Context: an optimization exercise on an open-source flow, tuned for small area and a short achievable clock period. The choices shown serve that exercise and are no tape-out recipe. At most, simulation tests tie the RTL to the original design; equivalence was not proved. Only the layout flow was run in run 2; the RTL was not checked for function there. Power figures rest on the tool's default switching activity, not on a simulated workload.

[flow/design.v]
module imem_loadable #(
  parameter int                    ADDR_WIDTH = 64,
  parameter int                    DATA_WIDTH = 32,
  parameter int                    DEPTH      = 64,
  parameter int                    IDX_W      = $clog2(DEPTH),
  parameter logic [DATA_WIDTH-1:0] NOP_WORD   = 32'hD503201F
) (
  input  logic                  clk,
  input  logic                  reset,
  input  logic                  load_valid,
  output logic                  load_ready,
  input  logic [DATA_WIDTH-1:0] load_data,
  input  logic                  load_last,
  input  logic                  load_restart,
  output logic [IDX_W:0]        load_count,
  output logic                  loaded,
  input  logic                  fetch_req,
  input  logic [ADDR_WIDTH-1:0] fetch_addr,
  output logic                  fetch_valid,
  output logic [DATA_WIDTH-1:0] fetch_instr,
  output logic [1:0]            fetch_fault
);
  typedef enum logic {S_LOAD, S_RUN} state_t;
  state_t                state_reg;
  logic [IDX_W-1:0]      wptr_reg;
  logic [IDX_W:0]        count_reg;
  logic [DEPTH-1:0]      written_vec;
  logic [DATA_WIDTH-1:0] mem [DEPTH];
  logic [DATA_WIDTH-1:0] rd_data_reg;
  logic                  use_nop_reg;
  logic                  fetch_valid_reg;
  logic [1:0]            fault_reg;
  logic             load_fire;
  logic             restart;
  logic             fetch_fire;
  logic             last_slot;
  logic             misaligned;
  logic             out_of_range;
  logic [IDX_W-1:0] fetch_idx;
  assign load_fire    = (state_reg == S_LOAD) && load_valid;
  assign restart      = (state_reg == S_RUN) && load_restart;
  assign fetch_fire   = (state_reg == S_RUN) && fetch_req && !load_restart;
  assign last_slot    = (wptr_reg == IDX_W'(DEPTH - 1));
  assign fetch_idx    = fetch_addr[IDX_W+1:2];
  assign misaligned   = |fetch_addr[1:0];
  assign out_of_range = |fetch_addr[ADDR_WIDTH-1:IDX_W+2];
  always_ff @(posedge clk) begin
    if (reset) begin
      state_reg <= S_LOAD;
      wptr_reg  <= '0;
      count_reg <= '0;
    end else if (state_reg == S_LOAD) begin
      if (load_fire) begin
        wptr_reg  <= wptr_reg + 1'b1;
        count_reg <= count_reg + 1'b1;
        if (load_last || last_slot) begin
          state_reg <= S_RUN;
        end
      end
    end else if (restart) begin
      state_reg <= S_LOAD;
      wptr_reg  <= '0;
      count_reg <= '0;
    end
  end
  genvar gi;
  generate
    for (gi = 0; gi < DEPTH; gi++) begin : g_written
      logic written_reg;
      always_ff @(posedge clk) begin
        if (reset || restart) begin
          written_reg <= 1'b0;
        end else if (load_fire && (wptr_reg == IDX_W'(gi))) begin
          written_reg <= 1'b1;
        end
      end
      assign written_vec[gi] = written_reg;
    end
  endgenerate
  always_ff @(posedge clk) begin
    if (load_fire) begin
      mem[wptr_reg] <= load_data;
    end
  end
  always_ff @(posedge clk) begin
    if (fetch_fire) begin
      rd_data_reg <= mem[fetch_idx];
    end
  end
  always_ff @(posedge clk) begin
    if (reset) begin
      fetch_valid_reg <= 1'b0;
      use_nop_reg     <= 1'b1;
      fault_reg       <= 2'b00;
    end else begin
      fetch_valid_reg <= fetch_fire;
      if (fetch_fire) begin
        fault_reg   <= {out_of_range, misaligned};
        use_nop_reg <= out_of_range || misaligned || !written_vec[fetch_idx];
      end
    end
  end
  assign load_ready  = (state_reg == S_LOAD);
  assign loaded      = (state_reg == S_RUN);
  assign load_count  = count_reg;
  assign fetch_valid = fetch_valid_reg;
  assign fetch_fault = fault_reg;
  assign fetch_instr = use_nop_reg ? NOP_WORD : rd_data_reg;
endmodule
[flow/run.sh]
#!/bin/bash
# synth_recipe.tcl (not shown) runs the flow's synth.tcl, then flattens the netlist and writes it again
# the make line also repeats each setting of config.mk as NAME=value (left out here)
make -C /OpenROAD-flow-scripts/flow DESIGN_CONFIG=/design/flow/config.mk WORK_HOME=/design/flow/orfs CLKGATE_MAP_FILE= SYNTH_SCRIPT=/design/flow/synth_recipe.tcl finish
[flow/config.mk]
export PLATFORM = sky130hd
export DESIGN_NAME = imem_loadable
export DESIGN_NICKNAME = imem_loadable
export VERILOG_FILES = /design/flow/design.v
export SDC_FILE = /design/flow/constraint.sdc
export NUM_CORES = 4
export LEC_CHECK = 0
export CAP_MARGIN = 20
export CORE_MARGIN = 2
export CORE_UTILIZATION = 40
export SLEW_MARGIN = 20
[flow/constraint.sdc]
create_clock -name core_clock -period 3.4 [get_ports {clk}]
set_input_delay 0.6800 -clock core_clock [delete_from_list [all_inputs] [get_ports {clk}]]
set_output_delay 0.6800 -clock core_clock [all_outputs]
set_load 0.01 [all_outputs]
==> run notes, run 1 <==
status complete, no violations; Slew HR 26.0%; Antenna Nets Post-Route 0; initial antenna violation count 8; final period utilization 91.2%; worst slew pin tran 1110 ps; Critical Path Fanout Max 25; Clock Latency Late Sink 850 ps; syn_area_per_cell between 20 and 25 sq um; cts hold-fix bufs 0; most frequent cells in the layout edfxtp_1, mux4_2, buf_4; largest net degree at the start of global routing 67; Detailed Routing Iterations Pass 1 5; Fmax 322 MHz; Total Power ~55 mW; number of synthesized register bits 2,162; Top delay family on crit path buffers and inverters; crit path cell chain buf_12 -> or2_2 -> clkdlybuf4s50_1; syn nets roughly 3.7k; Max IR drop VDD 0.000431 V; Final min period 3100 ps; DR vias roughly 40k; total gr overflow 0; routability congestion estimate 0.798; endpoints failing hold 0; cell area power density roughly 560 nW/um^2; ratio of cells with drive above 1 in the final layout 31.7%; # nets final 4,130; Chip Width 458 microns; total CTS buffers 210; CTS tree done; CORE AREA 205,000 sq um; vias per std cell 5.77; post-CTS setup buffer count 0; post-synth top area share 75.8%; largest area contributor in the netlist edfxtp_1; synth unique cells 40; Ys Warns 1; Max Buffers Root-to-Sink 3; Startpoint Class flip-flop; DP Wirelength roughly 120,000 microns; Overall Global Routing Usage between 20% and 30%; IO Port Bufs 145; Post-synth EDFFs 2,080; RSZ-0062 raised after global routing no; top post-synthesis cells by area edfxtp_1, mux4_2, dfxtp_1; max reg flops around 2k; Top Ports 146; Buf+Inv Stages, Crit Path 2; Largest stage delay, worst path 590 ps; Inst Count DP about 6.5k; leakage 30.2 nW; Crit-path slowest cell dfxtp_2; vias in the first global route 40.1k; Die H 458 microns; WL per Instance between 30 and 40 microns; clock sinks 2,162; Mapped Area 82,400 sq um; Initial DRC Count 4,482; FILL cells 16.5k; Layout area overhead 17.8%; WP data required between 2000 and 3000 ps; Synth Flop Type edfxtp_1; Crit Path Class flip-flop to output pin; Die Footprint 210,000 sq um; clock transition at the registers of the reported paths about 60 ps; max cap viols 0; Remaining DRCs 0; Resized cells post-CTS 0; Non-Filler Instances 6,913; Max H-tree Level 4; Synth Instances approximately 3.6k; Root Buffer clkbuf_16; Slew Limit Fails 0; async set-reset flop share out of synthesis 0%; endpoint class of the critical path output pin; FP Rows 166; critical path arrival 2420 ps; WL final 217,000 microns; commonest non-fill, non-tap cell in the layout edfxtp_1; hold crit path type input port to flip-flop; Final setup viols 0; first-pass GRT wire length 307,000 microns; post-synthesis sequential area ratio approximately 80%; initial core utilization between 40 and 50%; Worst Skew roughly 23 ps
-- kinds of logic after synthesis --
logic type	share of synthesized area [%]
adder cells (fa/ha/maj)	0.0759
buffers and inverters	1.18
multiplexers	17.2
AO/OA/AOI/OAI	1.92
flip-flops	77.8
AND/OR/NAND/NOR	1.77
-- through the flow --
step | util [%] | hold slack (ps) | TNS (ps) | instance area, sq um | setup WS, ps
final | 47.4 | 247 | 0 | 97000 | 298
after global routing | 47.4 | 215 | 0 | 97000 | 196
after CTS | 47.3 | 331 | 0 | 96800 | 182
after detailed placement | 44.1 | 453 | -1400 | 90200 | -475
after global placement | 44.1 | 443 | -1500 | 90200 | -474
after floorplan | - | 431 | 0 | 82400 | 74.7
-- path summary, 6_finish.rpt --
path	from	end	slack (ps)	cells after the start
min	load_data[15]	mem[29][15]	250	1
min reg2reg	g_written[14].written_reg	g_written[14].written_reg	470	2
max	use_nop_reg	fetch_instr[26]	300	3
max reg2reg	mem[24][22]	rd_data_reg[22]	730	4
-- cells in the mapped netlist, drive strengths merged, types with 2 or more instances --
| cell | instances |
|---|---|
| clkbuf | 102 |
| dfxtp | 82 |
| a31oi | 50 |
| mux2i | 38 |
| nand3 | 16 |
| nor4 | 15 |
| o21ai | 6 |
| nor2 | 143 |
| nor2b | 29 |
| nand4 | 7 |
| nand3b | 2 |
| buf | 110 |
| nor3 | 9 |
| mux2 | 5 |
| and3 | 7 |
| o22ai | 5 |
| edfxtp | 2080 |
| nor3b | 2 |
| nand2b | 6 |
| a21oi | 32 |
| a311oi | 2 |
| a22o | 16 |
| mux4 | 611 |
| ha | 5 |
| a211oi | 2 |
| inv | 5 |
| a32o | 6 |
| a22oi | 80 |
| and2 | 6 |
| a221oi | 22 |
| and4 | 2 |
| or2 | 16 |
| or3 | 2 |
| nand2 | 52 |
-- worst register-to-register path, stage by stage, from the launching register on --
cell	delay [ps]
edfxtp_1	380
mux4_2	460
mux4_2	530
a22oi_1	860
nand2_1	150
-- layout make-up --
class                   instances  area (sq um)  share of cell area [%]
flip-flops and latches       2162         64100                    66.1
multi-input cells            1197         17800                    18.4
clock buffers                 264          5490                    5.66
repair buffers                447          4990                    5.14
well taps                    2688          3360                    3.47
clock inverters               123          1170                    1.20
diodes                         27          67.6                  0.0696
inverters                       5          18.8                  0.0193
-- routing by layer --
layer,routed length [microns],GRT usage [%],share of wire (%)
met5,8,0,0.0037
met2,108000,34.3,50
met3,15600,3.18,7.2
met4,6220,6.03,2.9
met1,87800,28.6,40
-- report_power, final --
part	total [mW]	switching, mW	internal, mW
logic	2.67	1.50	1.17
clock network	22.7	9.93	12.7
registers	29.3	0.0383	29.3
==> run 2: changes to the inputs <==
==> flow/design.v (replaced) <==
module imem_loadable #(
  parameter int                    ADDR_WIDTH = 64,
  parameter int                    DATA_WIDTH = 32,
  parameter int                    DEPTH      = 64,
  parameter int                    IDX_W      = $clog2(DEPTH),
  parameter logic [DATA_WIDTH-1:0] NOP_WORD   = 32'hD503201F
) (
  input  logic                  clk,
  input  logic                  reset,
  input  logic                  load_valid,
  output logic                  load_ready,
  input  logic [DATA_WIDTH-1:0] load_data,
  input  logic                  load_last,
  input  logic                  load_restart,
  output logic [IDX_W:0]        load_count,
  output logic                  loaded,
  input  logic                  fetch_req,
  input  logic [ADDR_WIDTH-1:0] fetch_addr,
  output logic                  fetch_valid,
  output logic [DATA_WIDTH-1:0] fetch_instr,
  output logic [1:0]            fetch_fault
);
  logic                  run_reg;
  logic                  ready_reg;
  logic [IDX_W:0]        count_reg;
  logic [DATA_WIDTH-1:0] mem [DEPTH];
  logic [DATA_WIDTH-1:0] instr_reg;
  logic                  fetch_valid_reg;
  logic [1:0]            fault_reg;
  logic             fetch_fire;
  logic             misaligned;
  logic             out_of_range;
  logic             use_nop;
  logic [IDX_W-1:0] fetch_idx;
  assign fetch_fire   = run_reg && fetch_req && !load_restart;
  assign fetch_idx    = fetch_addr[IDX_W+1:2];
  assign misaligned   = |fetch_addr[1:0];
  assign out_of_range = |fetch_addr[ADDR_WIDTH-1:IDX_W+2];
  assign use_nop      = out_of_range || misaligned || ({1'b0, fetch_idx} >= count_reg);
  always_ff @(posedge clk) begin
    if (reset) begin
      run_reg   <= 1'b0;
      ready_reg <= 1'b1;
      count_reg <= '0;
    end else if (!run_reg) begin
      if (load_valid) begin
        count_reg <= count_reg + 1'b1;
        if (load_last || count_reg[IDX_W-1:0] == IDX_W'(DEPTH - 1)) begin
          run_reg   <= 1'b1;
          ready_reg <= 1'b0;
        end
      end
    end else if (load_restart) begin
      run_reg   <= 1'b0;
      ready_reg <= 1'b1;
      count_reg <= '0;
    end
  end
  genvar gi;
  generate
    for (gi = 0; gi < DEPTH; gi++) begin : g_word
      always_ff @(posedge clk) begin
        if (!run_reg && count_reg[IDX_W-1:0] == IDX_W'(gi)) mem[gi] <= load_data;
      end
    end
  endgenerate
  logic [DATA_WIDTH-1:0] rd_word;
  always_comb begin
    rd_word = '0;
    for (int i = 0; i < DEPTH; i++)
      rd_word = rd_word | (mem[i] & {DATA_WIDTH{fetch_idx == IDX_W'(i)}});
  end
  always_ff @(posedge clk) begin
    if (reset) begin
      fetch_valid_reg <= 1'b0;
    end else begin
      fetch_valid_reg <= fetch_fire;
    end
    fault_reg <= {out_of_range, misaligned};
    instr_reg <= use_nop ? NOP_WORD : rd_word;
  end
  assign load_ready  = ready_reg;
  assign loaded      = run_reg;
  assign load_count  = count_reg;
  assign fetch_valid = fetch_valid_reg;
  assign fetch_fault = fault_reg;
  assign fetch_instr = instr_reg;
endmodule
--- a/flow/config.mk
+++ b/flow/config.mk
@@ -7,5 +7,7 @@
 export LEC_CHECK = 0
 export CAP_MARGIN = 20
 export CORE_MARGIN = 2
-export CORE_UTILIZATION = 40
+export CORE_UTILIZATION = 65
+export PLACE_DENSITY = 0.75
+export SETUP_SLACK_MARGIN = 1.0
 export SLEW_MARGIN = 20
==> run 2 against run 1 <==
Clock skew grew 20 ps. Critical path depth is 5 higher. Register-to-register slack improved by 230 ps. Clock-buffer cell count is the same. Clock power fell by 6%. Sequential share of layout area rose by 1.8 points. Area after synthesis is 6.9% lower.
==> run notes, run 2 <==
Post-synth EDFFs 2,048 (-1.5%); endpoint class of the critical path flip-flop; Startpoint Class input port; Die H 348 microns (-24%); Mapped Area 76,700 sq um (-6.9%); Die Footprint 121,000 sq um (-42%); Top Ports 146 (unchanged); Overall Global Routing Usage 54.4% (+34 points); hold crit path type input port to flip-flop; Initial DRC Count 13.0k (+190%); Slew Limit Fails 0 (unchanged); async set-reset flop share out of synthesis 0% (unchanged); syn nets 4,330 (+18%); Synth Flop Type edfxtp_1; Max IR drop VDD 0.000569 V (+32%); Fmax 395 MHz (+22%); critical path arrival 3230 ps (+810 ps); worst slew pin tran 1210 ps (+102 ps); Max H-tree Level 4 (unchanged); Setup crit end instr_reg[28]; # nets final 4,923 (+19%); Worst Skew 43.5 ps (+20.5 ps); max cap viols 0 (unchanged); Worst R2R Setup Slack 960 ps (+230 ps); pre-CTS setup slack -113 ps (+363 ps); Slew HR 19.2% (-6.8 points); Final min period 2530 ps (-569 ps); CORE AREA 118,000 sq um (-43%); clock transition at the registers of the reported paths 60 ps (about the same); final period utilization 74.5% (-17 points); vias in the first global route 50.4k (+26%); hold path depth 1 (unchanged); Root Buffer clkbuf_16; initial core utilization 65.2% (+25 points); max reg flops 2,048 (unchanged); reg2reg path depth 5 (+1); routability congestion estimate 1.01 (+26%); Antenna Nets Post-Route 0 (unchanged); Synth Instances 4,218 (+18%); area post-placement 84,800 sq um (-5.9%); Ys Warns 2 (+1); leakage 29.8 nW (-1.3%); critical path launch point fetch_addr[7]; total gr overflow 0 (unchanged); DP Wirelength 186,000 microns (+52%); Chip Width 348 microns (-24%); Remaining DRCs 0 (unchanged); WL per Instance 50.3 microns (+60%); Max Buffers Root-to-Sink 3 (unchanged); commonest non-fill, non-tap cell in the layout edfxtp_1; endpoints failing hold 0 (unchanged); post-route cell area 92,000 sq um (-5.2%); Crit Path Class input port to flip-flop; cts hold-fix bufs 0 (unchanged); number of synthesized register bits 2,092 (-3.2%); first-pass GRT wire length 430,000 microns (+40%); most frequent cells in the layout edfxtp_1, a22oi_1, buf_4; ratio of cells with drive above 1 in the final layout 21.3% (-10 points); setup tns final 0 ps (unchanged); IO Port Bufs 145 (unchanged); largest net degree at the start of global routing 65 (-3.0%); top post-synthesis cells by area edfxtp_1, a22oi_1, nand4_1; Core Util, Final 78.2% (+31 points); CTS tree done; syn_area_per_cell 18.2 sq um (-21%); Final setup viols 0 (unchanged); crit path cell chain buf_2 -> buf_4 -> buf_4 -> mux2_2 -> a32oi_1 -> nand4_1 -> nor4_4 -> nand3_1; clock sinks 2,092 (-3.2%); initial antenna violation count 21 (+13); largest area contributor in the netlist edfxtp_1; DR vias 54.2k (+36%); most frequent CP cell buf_4; status complete, no violations; post-synth top area share 80.2% (+4.3 points); WP data required 4100 ps (+1380 ps); Critical Path Fanout Max 17 (-32%); Largest stage delay, worst path 580 ps (about the same); most instantiated library cell after synthesis edfxtp_1; post-synthesis sequential area ratio 81.3% (+3.5 points); cell area power density 564 nW/um^2 (+0.25%); FP Rows 126 (-24%); WL final 328,000 microns (+51%); total CTS buffers 194 (-7.6%); Layout area overhead 19.9%; RR Endpoint mem[55][9]; synth unique cells 82 (+110%); RSZ-0062 raised after global routing yes; post-route setup slack 867 ps (+569 ps); FF-to-FF Start count_reg[2]; Crit-path slowest cell a32oi_1; vias per std cell 8.32 (+44%); Clock Latency Late Sink 870 ps (+20 ps); commonest cells in the netlist edfxtp_1, a22oi_1, nand4_1, nor2_1, clkbuf_1; Detailed Routing Iterations Pass 1 15 (+10); Fin Hold WS 181 ps (-66.1 ps)
[run 2: changes by cell type after synthesis, moves of 35 or more]
cell	change
and3_1	+81
nand2_1	+69
a22oi_1	+665
a32oi_1	+41
nand4_1	+142
mux4_2	-609
nor3_1	+36
dfxtp_1	-38
nor4_1	+50
a31oi_1	-35
a22o_1	+50
[run 2: metal layers]
metal | share of wire, % | global-route usage, %
met4 | 11 | 43.9
met5 | 0.096 | 0.400
met2 | 39 | 73.1
met3 | 21 | 26.8
met1 | 28 | 66.6
[run 2: report_power, final]
| part | total [mW] | switching (mW) | internal (mW) |
|---|---|---|---|
| clock | 21.4 | 9.65 | 11.8 |
| combinational | 2.01 | 1.45 | 0.556 |
| sequential | 28.5 | 0.0396 | 28.4 |
[run 2: timing repair]
item / 4_1_cts / 5_1_grt
cloned: 1 / 0
buffers inserted: 29 / 16
pin swaps: 19 / 10
resized for setup: 95 / 40
setup endpoints to repair: 914 / 237
[run 2: cells by family after synthesis]
group | share of synthesized area, %
flip-flops | 81.3
AO/OA/AOI/OAI | 10.1
AND/OR/NAND/NOR | 5.49
buffers and inverters | 1.56
multiplexers | 1.30
adder cells (fa/ha/maj) | 0.163
XOR/XNOR | 0.0571
[run 2: worst max-delay path, delay by kind of cell]
family	cells	cell delay (ps)
AOI/OAI and AO/OA	1	580
and+or+nand+nor	3	570
buffers and inverters	3	980
muxes	1	400
[run 2: how the worst min path moves through the flow]
stage                       from      endpoint  slack [ps]
floorplan             mem[62][0]  instr_reg[0]         450
global placement       ready_reg     ready_reg         460
detailed placement     ready_reg     ready_reg         480
CTS                 load_data[5]    mem[32][5]         130
global route        load_data[5]    mem[32][5]         170
finish              load_data[5]    mem[32][5]         180
[run 2: final cells by class]
type / count / area [sq um]
Fill cell: 6176 / 25600
Multi-Input combinational cell: 1875 / 14600
Tap cell: 1536 / 1920
Clock buffer: 264 / 5240
Sequential cell: 2092 / 62400
Inverter: 10 / 45.0
Clock inverter: 90 / 905
Timing Repair Buffer: 638 / 6800
Antenna cell: 16 / 40.0
[run 2: through the flow]
step           instances  total power, mW
4_1_cts             6486             51.5
2_1_floorplan       4218             29.6
6_report            6521             51.9
3_5_place_dp        6102             30.8
5_1_grt             6506             52.6
3_3_place_gp        6102             30.8

## port drivers added, routing unchanged
The results above use ideal ports. As a check the final layouts listed here were re-extracted and re-timed, cells and wires unchanged. Step 1: set_driving_cell puts a clkbuf_16 on clk and a buf_2 on each other input, an assumption about the parent block. Step 2 adds t to the input delays and takes it off the output delays; t is the mean of the earliest and latest rising clock arrival at the registers after step 1. Input paths then give back, and output paths get back, about the clock's delay inside the block. Three values: ideal, step 1, step 2; two values: the first two.
run	t, ns	slack for setup (ns)	worst setup path at the end	latest minus earliest clock arrival (ns)	worst slew at a driven data input, ns
run 1	0.922	0.298 / 0.213 / -0.486	input to register	0.028 / 0.028	0.16
run 2	0.926	0.867 / 0.916 / -0.010	input to register	0.046 / 0.046	0.13
Met with ideal ports but missed after step 2: setup timing in run 1 and run 2. For run 2, which loses most, drivers alone change the setup slack by +0.049 ns; drivers and shift together by -0.877 ns.
